Source: an optimization exercise on an open RTL-to-GDS flow (aim: small area, a short achievable clock period and few clock cycles per item). Production flows keep margins and buffers that such runs may drop. In this exercise RTL edits were held to simulation tests only and were not proved equivalent to the original. Power figures rest on the tool's default switching activity, not on a simulated workload.

`design.v`:
```
module matrix_mem_sequencer #(
  parameter int ADDR_W = 8,
  parameter int DATA_W = 256,
  parameter int RD_LAT = 2
) (
  input  logic              clk,
  input  logic              rst,
  input  logic              start,
  input  logic [ADDR_W-1:0] addr_a,
  input  logic [ADDR_W-1:0] addr_b,
  input  logic [ADDR_W-1:0] addr_c,
  output logic              busy,
  output logic              done,
  output logic [ADDR_W-1:0] ram_addr,
  output logic              ram_wren,
  output logic [DATA_W-1:0] ram_wdata,
  input  logic [DATA_W-1:0] ram_rdata,
  output logic [DATA_W-1:0] mat_a,
  output logic [DATA_W-1:0] mat_b,
  input  logic [DATA_W-1:0] mat_c
);
  typedef enum logic [2:0] {IDLE, RD_A, RD_B, EXEC, WR} state_t;
  localparam logic [2:0] C_LAST = 3'(RD_LAT);
  state_t              r_state;
  logic [2:0]          r_cnt;
  logic [ADDR_W-1:0]   r_addr_b;
  logic [ADDR_W-1:0]   r_addr_c;
  logic                r_busy;
  logic                r_done;
  logic [ADDR_W-1:0]   r_ram_addr;
  logic                r_ram_wren;
  logic [DATA_W-1:0]   r_ram_wdata;
  logic [DATA_W-1:0]   r_mat_a;
  logic [DATA_W-1:0]   r_mat_b;
  logic                w_rd_last;
  assign w_rd_last = (r_cnt == C_LAST);
  always_ff @(posedge clk) begin
    if (!rst) begin
      r_state     <= IDLE;
      r_cnt       <= '0;
      r_addr_b    <= '0;
      r_addr_c    <= '0;
      r_busy      <= 1'b0;
      r_done      <= 1'b0;
      r_ram_addr  <= '0;
      r_ram_wren  <= 1'b0;
      r_ram_wdata <= '0;
      r_mat_a     <= '0;
      r_mat_b     <= '0;
    end else begin
      case (r_state)
        IDLE: begin
          r_done <= 1'b0;
          if (start) begin
            r_addr_b   <= addr_b;
            r_addr_c   <= addr_c;
            r_ram_addr <= addr_a;
            r_cnt      <= '0;
            r_busy     <= 1'b1;
            r_state    <= RD_A;
          end
        end
        RD_A: begin
          if (w_rd_last) begin
            r_mat_a    <= ram_rdata;
            r_ram_addr <= r_addr_b;
            r_cnt      <= '0;
            r_state    <= RD_B;
          end else begin
            r_cnt <= r_cnt + 3'd1;
          end
        end
        RD_B: begin
          if (w_rd_last) begin
            r_mat_b <= ram_rdata;
            r_state <= EXEC;
          end else begin
            r_cnt <= r_cnt + 3'd1;
          end
        end
        EXEC: begin
          r_ram_wdata <= mat_c;
          r_ram_addr  <= r_addr_c;
          r_ram_wren  <= 1'b1;
          r_state     <= WR;
        end
        WR: begin
          r_ram_wren <= 1'b0;
          r_busy     <= 1'b0;
          r_done     <= 1'b1;
          r_state    <= IDLE;
        end
        default: r_state <= IDLE;
      endcase
    end
  end
  assign busy      = r_busy;
  assign done      = r_done;
  assign ram_addr  = r_ram_addr;
  assign ram_wren  = r_ram_wren;
  assign ram_wdata = r_ram_wdata;
  assign mat_a     = r_mat_a;
  assign mat_b     = r_mat_b;
endmodule
```
`run.sh`:
```
#!/bin/bash
# synth_recipe.tcl (not shown) runs the flow's synth.tcl, then flattens the netlist and writes it again
# the make line also repeats each setting of config.mk as NAME=value (left out here)
make -C /OpenROAD-flow-scripts/flow DESIGN_CONFIG=/design/flow/config.mk WORK_HOME=/design/flow/orfs CLKGATE_MAP_FILE= SYNTH_SCRIPT=/design/flow/synth_recipe.tcl finish
```
`config.mk`:
```
export PLATFORM = sky130hd
export DESIGN_NAME = matrix_mem_sequencer
export DESIGN_NICKNAME = matrix_mem_sequencer
export VERILOG_FILES = /design/flow/design.v
export SDC_FILE = /design/flow/constraint.sdc
export NUM_CORES = 4
export LEC_CHECK = 0
export CAP_MARGIN = 20
export CORE_AREA = 5 5 475 475
export DIE_AREA = 0 0 480 480
export SLEW_MARGIN = 20
```
`constraint.sdc`:
```
create_clock -name core_clock -period 3.5 [get_ports {clk}]
set_input_delay 0.7000 -clock core_clock [delete_from_list [all_inputs] [get_ports {clk}]]
set_output_delay 0.7000 -clock core_clock [all_outputs]
set_load 0.01 [all_outputs]
```
==> run notes <==
==> flip-flops by register name, indices dropped and copies added (netlist names), 3 cells and up <==
| name | flops |
|---|---|
| r_mat_a | 256 |
| r_addr_c | 8 |
| r_addr_b | 8 |
| r_ram_addr | 8 |
| r_state | 3 |
| r_ram_wdata | 256 |
| r_cnt | 3 |
| r_mat_b | 256 |
==> power by group <==
part / internal [mW] / switching [mW] / leakage (nW)
logic: 0.812 / 0.593 / 7.87
clock network: 6.44 / 4.52 / 1.70
registers: 9.18 / 0.0378 / 6.45
total: 16.4 / 5.15 / 16.0
==> layer usage <==
layer  up-vias  GRT usage [%]  part of all wire [%]
li1      13800              -                     -
met1     14200           19.3                    37
met2      1378           28.4                    44
met3       420           11.2                    15
met4       110           5.18                   3.5
met5         -              0                  0.35
==> cell families (layout without fill, tap and decap cells) <==
family / after synthesis / after routing / synth area share (%)
multiplexers: 16 / 16 / 0.534
AND/OR/NAND/NOR: 1614 / 1614 / 20.5
adder cells (fa/ha/maj): 2 / 2 / 0.0834
buffers and inverters: 273 / 1562 / 5.19
other: 0 / 29 / 0
flip-flops: 801 / 801 / 53.5
AO/OA/AOI/OAI: 812 / 812 / 20.3
==> through the flow <==
stage          util, %  cells  hold slack [ns]
3_5_place_dp      21.0   7582            0.444
3_3_place_gp      21.0   7582            0.439
5_1_grt           22.6   7773            0.403
6_report          22.6   7794            0.445
2_1_floorplan        -   3518            0.443
4_1_cts           22.6   7765            0.392
==> final cells by class <==
class                   instances  share of cell area, %
diodes                         29                  0.146
clock buffers                 141                   5.90
clock inverters                42                   1.06
inverters                       2                 0.0151
multi-input cells            2444                   25.0
flip-flops and latches        801                   32.3
well taps                    2958                   7.46
repair buffers               1377                   28.1
==> cells in the mapped netlist (all sizes together) (4+ instances only) <==
library cell  instances
a21boi              786
buf                 180
clkbuf               91
dfxtp               801
mux2i                16
nand2              1589
nor2                  4
nor2b                 5
o211ai               11
o21ai                 7
==> path summary, 6_finish.rpt <==
kind / endpoint / depth (start not counted) / from
hold reg to reg: r_mat_a[204] / 2 / r_mat_a[204]
setup reg to reg: r_ram_wdata[2] / 6 / r_state[0]
hold / removal: r_ram_wdata[7] / 2 / rst
setup / recovery: mat_b[216] / 1 / r_mat_b[216]
==> flow_summary.json <==
{
  "clock_skew_ns": 0.0376,
  "slowest_stage": "clkdlybuf4s50_1",
  "htree_levels": 3,
  "grt_pass1_wl_um": 276000,
  "slowest_delay_ns": 0.94,
  "core_area_um2": 220000,
  "grt_pass1_vias": 29100,
  "synthArstFlopShare_pct": 0,
  "fmax_mhz": 372,
  "die_height_um": 480,
  "p_leak_nw": 16.0,
  "drive_above_1_share_pct": 4.97,
  "worst_slack_ns": 0.809,
  "outcome": "finished clean",
  "start_util_pct": 13.6,
  "worstSkewPairLatency_ns": 0.73,
  "synth_nets": 4059,
  "pin_count": 1318,
  "ir_worst_vdd_uv": 399,
  "synth.distinct_cells": 30,
  "multi_input_area_um2": 12400,
  "drt_iter0_drc": 2277,
  "fin_tns_setup_ns": 0,
  "final_cell_mix": "nand2_1, clkdlybuf4s50_1, dfxtp_1",
  "fill_cells": 24000,
  "layout.nets": 5267,
  "yosysWarnings": 1,
  "antenna_found_initial": 173,
  "avgSynthCellArea_um2": 8.52,
  "cts_inserted_buffers": 100,
  "tritoncts": "done",
  "ant_nets": 0,
  "hold_viol_final": 0,
  "total_power_mw": 21.6,
  "rows": 172,
  "synth_top_area_share_pct": 53.5,
  "grt.total_usage_pct": 17.7,
  "cts_resized": 0,
  "worst-setup-path-type": "reg2out",
  "die-width_um": 480,
  "overflow": 0,
  "final_common_cell": "nand2_1",
  "p_per_area_nw_per_um2": 435,
  "end_kind": "primary output",
  "wire_per_inst_um": 27.6,
  "crit_required_ns": 2.80,
  "ys_top_cells_by_area": "dfxtp_1, nand2_1, a21boi_1, a21boi_0, buf_2",
  "yosysTopAreaCell": "dfxtp_1",
  "worstPathCellList": "clkdlybuf4s50_1",
  "ys.flop_type": "dfxtp_1",
  "dpl_worst_slack_ns": 0.896,
  "arrival_ns": 1.99,
  "drv_cap": 0,
  "setup_viol": 0,
  "rrSetupSlack_ns": 0.84,
  "port_buffers": 1317,
  "worst_pin_slew_ns": 0.893,
  "max-slew-margin-rel_pct": 40.2,
  "drt-total-wl_um": 215000,
  "place.gp.congestion": 0.952,
  "crit_buf_inv": 1,
  "ys_seq_elements": 801,
  "cts_root_buf": "clkbuf_16",
  "syn-cell-area_um2": 30000,
  "final_cell_area_um2": 49600,
  "viasPerCell": 3.84,
  "finalMaxSlewViolations": 0,
  "clk_pin_slew_ns": 0.06,
  "dp_hpwl_um": 178000,
  "ff_latch_area_um2": 16000,
  "drtPass1Iterations": 7,
  "cts_hold_buf": 0,
  "clockBufferDepth": 3,
  "placed_cell_area_um2": 46100,
  "cts_setup_buffers": 0,
  "syn_inst": 3518,
  "path_max_fanout": 2,
  "vias": 29900,
  "cts_sinks": 801,
  "grt_max_degree": 121,
  "seq_area_frac_synth_pct": 53.5,
  "drc_errors": 0,
  "dieArea_um2": 230000,
  "area_growth_pct": 65.5,
  "rsz0062_at_grt": "false",
  "min_path_type": "in2reg",
  "synth_edf_count": 0,
  "start_kind": "register",
  "fin_crit_sh_pct": 76.9,
  "period_needed_ns": 2.69,
  "critPathTopFamily": "buffers and inverters"
}
Testbench counts, summed over its fixed seeds: cycles 28,808, items 3,200.

[static timing again, ports no longer ideal]
Ports are ideal in the flow. The routed layout listed here was re-timed in OpenROAD.
Step 1 sets driving cells, clkbuf_16 on the clock port and buf_2 on the other inputs (assumed; they add their load-dependent delay and slew).
Step 2 also shifts input and output timing later by t, the mid clock arrival at the registers, as if the neighbouring blocks saw the same clock.
Three values: ideal ports, drivers, drivers and shift; two values: the first two.
shift t [ns]: 0.793
slack for setup (ns): 0.809 / 0.731 / 0.725
clock arrival spread, ns: 0.052 / 0.052
slew at the worst register clock pin (ns): 0.07 / 0.07
cell pins on the clock port's net: 1
After both steps setup and hold are still met in this run. For this run, drivers alone change the setup slack by -0.078 ns; drivers and shift together by -0.084 ns.
